Context: an optimization exercise on an open-source flow, tuned for small area and a short achievable clock period. The choices shown serve that exercise and are no tape-out recipe. Function was checked by simulation only, so behaviour that the tests miss may differ from the original. No activity file was given, so power comes from the tool's default toggle rates.

===== flow/run.sh =====
#!/bin/bash
# synth_recipe.tcl (not shown) runs the flow's synth.tcl, then flattens the netlist and writes it again
# the make line also repeats each setting of config.mk as NAME=value (left out here)
make -C /OpenROAD-flow-scripts/flow DESIGN_CONFIG=/design/flow/config.mk WORK_HOME=/design/flow/orfs CLKGATE_MAP_FILE= SYNTH_SCRIPT=/design/flow/synth_recipe.tcl finish

===== flow/config.mk =====
export PLATFORM = sky130hd
export DESIGN_NAME = strided_copy
export DESIGN_NICKNAME = strided_copy
export VERILOG_FILES = /design/flow/design.v
export SDC_FILE = /design/flow/constraint.sdc
export NUM_CORES = 4
export LEC_CHECK = 0
export CAP_MARGIN = 20
export CORE_AREA = 5 5 505 505
export DIE_AREA = 0 0 510 510
export SLEW_MARGIN = 20

===== flow/constraint.sdc =====
create_clock -name core_clock -period 5.3 [get_ports {clk}]
set_input_delay 1.0600 -clock core_clock [delete_from_list [all_inputs] [get_ports {clk}]]
set_output_delay 1.0600 -clock core_clock [all_outputs]
set_load 0.01 [all_outputs]

===== flow/design.v =====
`default_nettype none
package copy_cfg_pkg;
    localparam int ADDR_W = 16;
    localparam int DATA_BYTES = 64;
    localparam int DATA_W     = DATA_BYTES * 8;
    localparam int NUM_DIMS = 6;
    localparam int REQ_W_DEFAULT = 16;
endpackage : copy_cfg_pkg
`default_nettype wire
`default_nettype none
package copy_types_pkg;
    localparam int ADDR_W   = 16;
    localparam int DATA_W   = 64 * 8;
    localparam int NUM_DIMS = 6;
    typedef struct packed {
        logic [ADDR_W-1:0]                   base;
        logic [NUM_DIMS-1:0][ADDR_W-1:0] size;
        logic [NUM_DIMS-1:0][ADDR_W-1:0] stride;
    } addr_pattern_t;
    typedef struct packed {
        logic [ADDR_W-1:0] addr;
        logic              vld;
    } rd_req_t;
    typedef struct packed {
        logic [ADDR_W-1:0] addr;
        logic [DATA_W-1:0] data;
        logic              vld;
    } wr_beat_t;
endpackage : copy_types_pkg
`default_nettype wire
`default_nettype none
module req_counter #(
    parameter int CNT_W = copy_cfg_pkg::REQ_W_DEFAULT
) (
    input  logic             clk,
    input  logic             reset_n,
    input  logic             clear,
    input  logic             inc,
    input  logic [CNT_W-1:0] limit,
    output logic [CNT_W-1:0] count,
    output logic             at_limit
);
    always_ff @(posedge clk or negedge reset_n) begin
        if (~reset_n) begin
            count <= '0;
        end else if (clear) begin
            count <= '0;
        end else if (inc) begin
            count <= count + 1'b1;
        end
    end
    assign at_limit = (count == limit);
endmodule
`default_nettype wire
`default_nettype none
module nested_addr_gen (
    input  logic                            clk,
    input  logic                            reset_n,
    input  logic                            init_pulse,
    input  copy_types_pkg::addr_pattern_t   pattern,
    input  logic                            step,
    output logic [copy_cfg_pkg::ADDR_W-1:0] addr,
    output logic                            addr_vld
);
    copy_types_pkg::addr_pattern_t pat_q;
    logic                          armed;     
    logic                          step_ok;
    logic                          ripple;
    logic [copy_cfg_pkg::NUM_DIMS-1:0][copy_cfg_pkg::ADDR_W-1:0] idx;
    logic [copy_cfg_pkg::NUM_DIMS-1:0][copy_cfg_pkg::ADDR_W-1:0] off;
    logic [copy_cfg_pkg::NUM_DIMS-1:0]                           wrap;
    logic [copy_cfg_pkg::NUM_DIMS-1:0]                           carry;
    logic [copy_cfg_pkg::ADDR_W-1:0]                             off_sum;
    always_ff @(posedge clk) begin
        if (init_pulse) pat_q <= pattern;
    end
    always_ff @(posedge clk or negedge reset_n) begin
        if (~reset_n)        armed <= 1'b0;
        else if (init_pulse) armed <= 1'b1;
    end
    assign step_ok = step & armed;
    always_comb begin
        for (int d = 0; d < copy_cfg_pkg::NUM_DIMS; d++) begin
            wrap[d] = (pat_q.size[d] <= 1) | (idx[d] == pat_q.size[d] - 1'b1);
        end
    end
    always_comb begin
        ripple = step_ok;
        for (int d = 0; d < copy_cfg_pkg::NUM_DIMS; d++) begin
            carry[d] = ripple;
            ripple   = ripple & wrap[d];
        end
    end
    always_comb begin
        off_sum = pat_q.base;
        for (int d = 0; d < copy_cfg_pkg::NUM_DIMS; d++) begin
            off_sum = off_sum + off[d];
        end
    end
    always_ff @(posedge clk or negedge reset_n) begin
        if (~reset_n) begin
            idx <= '0;
            off <= '0;
        end else if (init_pulse) begin
            idx <= '0;
            off <= '0;
        end else begin
            for (int d = 0; d < copy_cfg_pkg::NUM_DIMS; d++) begin
                if (carry[d] & wrap[d]) begin
                    idx[d] <= '0;
                    off[d] <= '0;
                end else if (carry[d]) begin
                    idx[d] <= idx[d] + 1'b1;
                    off[d] <= off[d] + pat_q.stride[d];   
                end
            end
        end
    end
    always_ff @(posedge clk) begin
        if (step_ok) addr <= off_sum;
    end
    always_ff @(posedge clk or negedge reset_n) begin
        if (~reset_n)        addr_vld <= 1'b0;
        else if (init_pulse) addr_vld <= 1'b0;
        else                 addr_vld <= step_ok;
    end
endmodule
`default_nettype wire
`default_nettype none
module copy_sequencer #(
    parameter int REQ_W = copy_cfg_pkg::REQ_W_DEFAULT
) (
    input  logic             clk,
    input  logic             reset_n,
    input  logic             init_pulse,
    input  logic [REQ_W-1:0] areq_num,
    input  logic             wr_done,
    output logic             rd_step,
    output logic             finish
);
    typedef enum logic [2:0] {
        S_IDLE  = 3'b001,
        S_ISSUE = 3'b010,
        S_DRAIN = 3'b100
    } state_t;
    state_t           cur_state;
    state_t           nxt_state;
    logic             finish_nxt;
    logic [REQ_W-1:0] limit_q;
    logic             iss_at_limit;
    logic [REQ_W-1:0] wr_count;
    logic             wr_at_limit;
    logic             last_wr;
    always_ff @(posedge clk or negedge reset_n) begin
        if (~reset_n)        limit_q <= '0;
        else if (init_pulse) limit_q <= areq_num;
    end
    req_counter #(.CNT_W(REQ_W)) u_iss_cnt (
        .clk
    ,   .reset_n
    ,   .clear    (init_pulse)
    ,   .inc      (rd_step)
    ,   .limit    (limit_q)
    ,   .count    ()
    ,   .at_limit (iss_at_limit)
    );
    req_counter #(.CNT_W(REQ_W)) u_wr_cnt (
        .clk
    ,   .reset_n
    ,   .clear    (init_pulse)
    ,   .inc      (wr_done)
    ,   .limit    (limit_q)
    ,   .count    (wr_count)
    ,   .at_limit (wr_at_limit)
    );
    assign last_wr = wr_done & (wr_count == limit_q - 1'b1);
    assign rd_step = (cur_state == S_ISSUE) & ~iss_at_limit;
    always_comb begin
        nxt_state  = cur_state;
        finish_nxt = 1'b0;
        if (init_pulse) begin
            nxt_state = S_ISSUE;     
        end else begin
            case (cur_state)
                S_ISSUE:
                    if (iss_at_limit & wr_at_limit) begin
                        nxt_state  = S_IDLE;    
                        finish_nxt = 1'b1;
                    end else if (iss_at_limit) begin
                        nxt_state = S_DRAIN;
                    end
                S_DRAIN:
                    if (last_wr) begin
                        nxt_state  = S_IDLE;
                        finish_nxt = 1'b1;
                    end
                default:
                    nxt_state = S_IDLE;
            endcase
        end
    end
    always_ff @(posedge clk or negedge reset_n) begin
        if (~reset_n) begin
            cur_state <= S_IDLE;
            finish    <= 1'b0;
        end else begin
            cur_state <= nxt_state;
            finish    <= finish_nxt;
        end
    end
endmodule
`default_nettype wire
`default_nettype none
module write_stage (
    input  logic                            clk,
    input  logic                            reset_n,
    input  logic [copy_cfg_pkg::DATA_W-1:0] rdata,
    input  logic                            rdata_vld,
    input  logic [copy_cfg_pkg::ADDR_W-1:0] waddr,
    input  logic                            waddr_vld,
    output copy_types_pkg::wr_beat_t        wr,
    output logic                            wr_done
);
    logic [copy_cfg_pkg::DATA_W-1:0] data_q;
    logic                            beat_q;     
    always_ff @(posedge clk) begin
        if (rdata_vld) data_q <= rdata;
    end
    always_ff @(posedge clk or negedge reset_n) begin
        if (~reset_n) beat_q <= 1'b0;
        else          beat_q <= rdata_vld;
    end
    assign wr.addr = waddr;
    assign wr.data = data_q;
    assign wr.vld  = waddr_vld & beat_q;
    assign wr_done = wr.vld;
endmodule
`default_nettype wire
`default_nettype none
module strided_copy #(
    parameter int REQ_W = copy_cfg_pkg::REQ_W_DEFAULT
) (
    input  logic                            clk,
    input  logic                            reset_n,
    input  logic                            init_pulse,
    input  logic [REQ_W-1:0]                areq_num,
    input  logic [copy_cfg_pkg::ADDR_W*(1+2*copy_cfg_pkg::NUM_DIMS)-1:0] rd_pattern,
    input  logic [copy_cfg_pkg::ADDR_W*(1+2*copy_cfg_pkg::NUM_DIMS)-1:0] wr_pattern,
    input  logic [copy_cfg_pkg::DATA_W-1:0] rdata,
    input  logic                            rdata_vld,
    output logic [copy_cfg_pkg::ADDR_W-1:0] rd_req_addr,
    output logic                            rd_req_vld,
    output logic [copy_cfg_pkg::ADDR_W-1:0] wr_addr,
    output logic [copy_cfg_pkg::DATA_W-1:0] wr_data,
    output logic                            wr_vld,
    output logic                            finish
);
    logic                            rd_step;
    logic [copy_cfg_pkg::ADDR_W-1:0] rd_addr;
    logic                            rd_addr_vld;
    logic [copy_cfg_pkg::ADDR_W-1:0] wr_gen_addr;
    logic                            wr_addr_vld;
    logic                            wr_done;
    copy_types_pkg::addr_pattern_t   rd_pat;
    copy_types_pkg::addr_pattern_t   wr_pat;
    copy_types_pkg::wr_beat_t        wr;
    assign rd_pat = rd_pattern;
    assign wr_pat = wr_pattern;
    copy_sequencer #(.REQ_W(REQ_W)) u_seq (
        .clk        (clk)
    ,   .reset_n    (reset_n)
    ,   .init_pulse (init_pulse)
    ,   .areq_num   (areq_num)
    ,   .wr_done    (wr_done)
    ,   .rd_step    (rd_step)
    ,   .finish     (finish)
    );
    nested_addr_gen u_rd_gen (
        .clk        (clk)
    ,   .reset_n    (reset_n)
    ,   .init_pulse (init_pulse)
    ,   .pattern    (rd_pat)
    ,   .step       (rd_step)
    ,   .addr       (rd_addr)
    ,   .addr_vld   (rd_addr_vld)
    );
    assign rd_req_addr = rd_addr;
    assign rd_req_vld  = rd_addr_vld;
    nested_addr_gen u_wr_gen (
        .clk        (clk)
    ,   .reset_n    (reset_n)
    ,   .init_pulse (init_pulse)
    ,   .pattern    (wr_pat)
    ,   .step       (rdata_vld)
    ,   .addr       (wr_gen_addr)
    ,   .addr_vld   (wr_addr_vld)
    );
    write_stage u_wr_stage (
        .clk        (clk)
    ,   .reset_n    (reset_n)
    ,   .rdata      (rdata)
    ,   .rdata_vld  (rdata_vld)
    ,   .waddr      (wr_gen_addr)
    ,   .waddr_vld  (wr_addr_vld)
    ,   .wr         (wr)
    ,   .wr_done    (wr_done)
    );
    assign wr_addr = wr.addr;
    assign wr_data = wr.data;
    assign wr_vld  = wr.vld;
endmodule
`default_nettype wire

==> run summary <==
==> metrics by stage <==
step                hold WS, ps  worst slack [ps]  instance area (µm²)  std cells  total power, mW
floorplan                   457               552                68500       5562             15.4
global route                261             -3.95                93800      10700             32.6
global placement            475               183                87800      10300             19.0
finish                      246               226                93900      10700             31.4
CTS                         242               101                93700      10600             31.7
detailed placement          486               107                87800      10300             19.0
==> Yosys cell counts (16+ instances only) <==
| library cell | number |
|---|---|
| edfxtp_1 | 960 |
| dfrtp_1 | 439 |
| inv_1 | 398 |
| nand2_1 | 357 |
| nor2_1 | 337 |
| xnor2_1 | 329 |
| o21ai_0 | 256 |
| ha_1 | 253 |
| xor2_1 | 251 |
| a21oi_1 | 217 |
| fa_1 | 156 |
| nand3_1 | 144 |
| nor3_1 | 136 |
| clkbuf_1 | 125 |
| and3_1 | 101 |
| a22o_1 | 88 |
| nor4_1 | 69 |
| nand4_1 | 66 |
| a21o_1 | 65 |
| o21ai_1 | 62 |
| nor2b_1 | 52 |
| or3_1 | 49 |
| a31oi_1 | 41 |
| o21bai_1 | 41 |
| nand2b_1 | 39 |
| or4_1 | 35 |
| a211oi_1 | 34 |
| nand3b_1 | 34 |
| o22ai_1 | 30 |
| and2_1 | 24 |
| nor3b_1 | 22 |
| or2_2 | 22 |
| mux2i_1 | 21 |
| mux2_2 | 20 |
| o31ai_1 | 19 |
| a41oi_1 | 17 |
| or3b_1 | 16 |
==> sequential cells by signal (all words and copies together), names as in the netlist, 96 cells and up <==
register / count
u_wr_stage.data_q: 512
u_rd_gen.pat_q: 208
u_wr_gen.off: 96
u_wr_gen.pat_q: 208
u_wr_gen.idx: 96
u_rd_gen.idx: 96
u_rd_gen.off: 96
==> report_power, final <==
part	internal [mW]	switching (mW)
registers	12.7	0.888
clock network	7.23	5.29
logic	2.36	2.97
total	22.3	9.14
==> area by class of cell <==
cell class	instances	area, µm²	area share [%]
Timing Repair Buffer	1569	15600	16.6
Multi-Input combinational cell	3621	26700	28.4
Tap cell	3330	4170	4.44
Clock buffer	226	4750	5.05
Antenna cell	67	168	0.178
Inverter	399	1500	1.59
Sequential cell	1400	39800	42.4
Clock inverter	99	1210	1.29
==> per-layer routing <==
layer | vias up | share of wire (%) | global-route usage, % | routed length, µm
li1 | 23500 | - | - | -
met1 | 27500 | 41 | 35.8 | 155000
met2 | 2614 | 41 | 39.9 | 157000
met3 | 679 | 12 | 13.6 | 47400
met4 | 40 | 5.8 | 13.8 | 22300
met5 | - | 0.069 | 0.914 | 263
==> cell families (layout without fill, tap and decap cells) <==
family / Yosys count / in the layout
simple gates: 1569 / 1569
mux: 41 / 41
buf+inv: 541 / 2293
xor+xnor: 581 / 581
compound gates: 1021 / 1021
flops: 1400 / 1400
other cells: 0 / 67
fa+ha+maj: 409 / 409
==> worst reg2reg max path: stages, from the launching register on <==
cell	delay [ps]
dfrtp_1	410
fa_1	590
inv_1	70
fa_1	490
fa_1	490
inv_1	50
fa_1	480
ha_1	310
a21o_1	190
a21oi_1	220
o21bai_1	100
a21oi_1	240
o21bai_1	120
a41o_1	280
o41a_1	350
a21o_1	190
a21oi_1	160
xnor2_1	100
==> timing repair <==
action | in CTS | in global routing
endpoints found under the setup margin | 0 | 3
gates resized for setup | 0 | 8
buffers inserted | 0 | 1
==> worst max-delay path by stage <==
stage,cells after the start,end,startpoint,slack [ps]
2_1_floorplan,18,u_wr_gen.addr[15],u_wr_gen.off[49],550
3_3_place_gp,19,u_wr_gen.addr[15],u_wr_gen.off[49],180
3_5_place_dp,19,u_wr_gen.addr[15],u_wr_gen.off[49],110
4_1_cts,19,u_wr_gen.addr[15],u_wr_gen.off[49],100
5_1_grt,19,u_wr_gen.addr[15],u_wr_gen.off[81],-4
6_report,17,u_wr_gen.addr[14],u_wr_gen.off[50],230
==> results.json <==
{
  "worst_path_most_repeated_cell": "fa_1",
  "ios": 1495,
  "worst-path-buf-inv": 2,
  "peakVddDrop_mv": 0.318,
  "drt_first_pass_iters": 5,
  "rrSetupSlack_ps": 230,
  "nets": 8521,
  "clock-root-buffer": "clkbuf_16",
  "synth_area_leaders": "edfxtp_1, dfrtp_1, ha_1",
  "netlist_area_mm2": 0.0685,
  "cts_tree": "done",
  "vias": 54300,
  "floorplan.initialDensity_pct": 27.5,
  "cp_data_arrival_time_ps": 5650,
  "worstPathCellList": "fa_1 -> inv_1 -> fa_1 -> fa_1 -> inv_1 -> fa_1 -> ha_1 -> a21o_1 -> a21oi_1 -> o21bai_1 -> a21oi_1 -> o21bai_1 -> a41o_1 -> o41a_1 -> a21o_1 -> a21oi_1 -> xnor2_1",
  "yosys.area.top_type": "edfxtp_1",
  "crit_path_top_delay_cell": "fa_1",
  "start_kind": "flip-flop",
  "end_kind": "flip-flop",
  "area_growth_pct": 37.2,
  "synth_nets": 6919,
  "wire_per_inst_um": 35.7,
  "slowest_delay_ps": 590,
  "fp.dieW_um": 510,
  "synth_ff_type": "edfxtp_1",
  "synth_cell_types": 94,
  "numCtsBuffers": 173,
  "max-cap-violations": 0,
  "place_hpwl_um": 320000,
  "dieArea_mm2": 0.260,
  "synth_xor_xnor_area_share_pct": 7.45,
  "hold_viol_final": 0,
  "antenna_found_initial": 199,
  "yosys_warnings": 4,
  "synth-simple-area-share_pct": 11.9,
  "wirelength_um": 382000,
  "fillers": 24000,
  "synthMuxAreaShare_pct": 0.636,
  "drive_above_1_share_pct": 6.15,
  "syn-instance-count": 5562,
  "period_share_pct": 95.7,
  "reg2reg_depth": 17,
  "finalSetupViolations": 0,
  "grt_pass1_wl_um": 488000,
  "final_cell_mix": "clkdlybuf4s50_1, edfxtp_1, dfrtp_1, inv_1, nand2_1",
  "drc": 0,
  "ys_seq_area_share_pct": 58.2,
  "required_ps": 5880,
  "drv_slew": 0,
  "synthAdderAreaFrac_pct": 9.19,
  "synthArstFlopShare_pct": 31.4,
  "cts_hold_buf": 0,
  "routabilityCongestion": 0.979,
  "reg2reg_from": "u_wr_gen.off[50]",
  "clock_skew_ps": 76.4,
  "core-area_mm2": 0.249,
  "relSlewSlack_pct": 27.7,
  "final_util_pct": 37.8,
  "static-leakage-power_nw": 36.3,
  "rows": 183,
  "clock_latency_ps": 860,
  "syn_area_per_cell_um2": 12.3,
  "status": "no timing/DRC/antenna violations",
  "drt_iter0_drc": 5227,
  "numClockSinks": 1400,
  "grt_usage_pct": 28.2,
  "gr-total-overflow": 0,
  "r2r_end": "u_wr_gen.addr[14]",
  "cpLargestDelayFamily": "adder cells",
  "cts_max_path_buffers": 3,
  "grt_pass1_vias": 51800,
  "period_needed_ps": 5070,
  "io_buffers": 1494,
  "fp.dieH_um": 510,
  "max_freq_mhz": 197,
  "ys_seq_elements": 1400,
  "synth_compound_area_share_pct": 9.64,
  "hp-class": "in -> async",
  "grt_max_degree": 142,
  "tns_ps": 0,
  "viasPerCell": 5.07,
  "synth_edf_count": 960,
  "crit_path_max_fanout": 3,
  "layout_commonest_cell": "clkdlybuf4s50_1",
  "synth_top_family_by_area": "simple AND/OR/NAND/NOR gates",
  "worstSetupPathType": "reg -> reg",
  "powerDensity_mw_per_mm2": 334,
  "worst_pin_slew_ps": 1080,
  "clk_pin_slew_ps": 60,
  "cts_max_level": 4,
  "synth_top_area_share_pct": 42.1,
  "drtAntennaViolNets": 0
}

re-timing with driven ports:
How much do the figures lean on ideal ports? The routed layout below was timed once more, with nothing changed but the port constraints.
Step 1 assumes that a clkbuf_16 drives the clock port and a buf_2 every other input.
Step 2 adds t to the input delays and takes it off the output delays; t is the mean of the earliest and latest rising clock arrival at the registers after step 1. Input paths then give back, and output paths get back, about the clock's delay inside the block.
Slacks: no drivers / after step 1 / after step 2; pairs: no drivers / after step 1.
t, ns: 0.910
setup WS [ns]: 0.226 / 0.226 / 0.226
hold slack, ns: 0.246 / 0.205 / 0.495
worst register clock-pin slew, ns: 0.07 / 0.07
After both steps this run still meets setup and hold. The setup slack of this run moves by 0.000 ns with the drivers and by 0.000 ns with both steps.
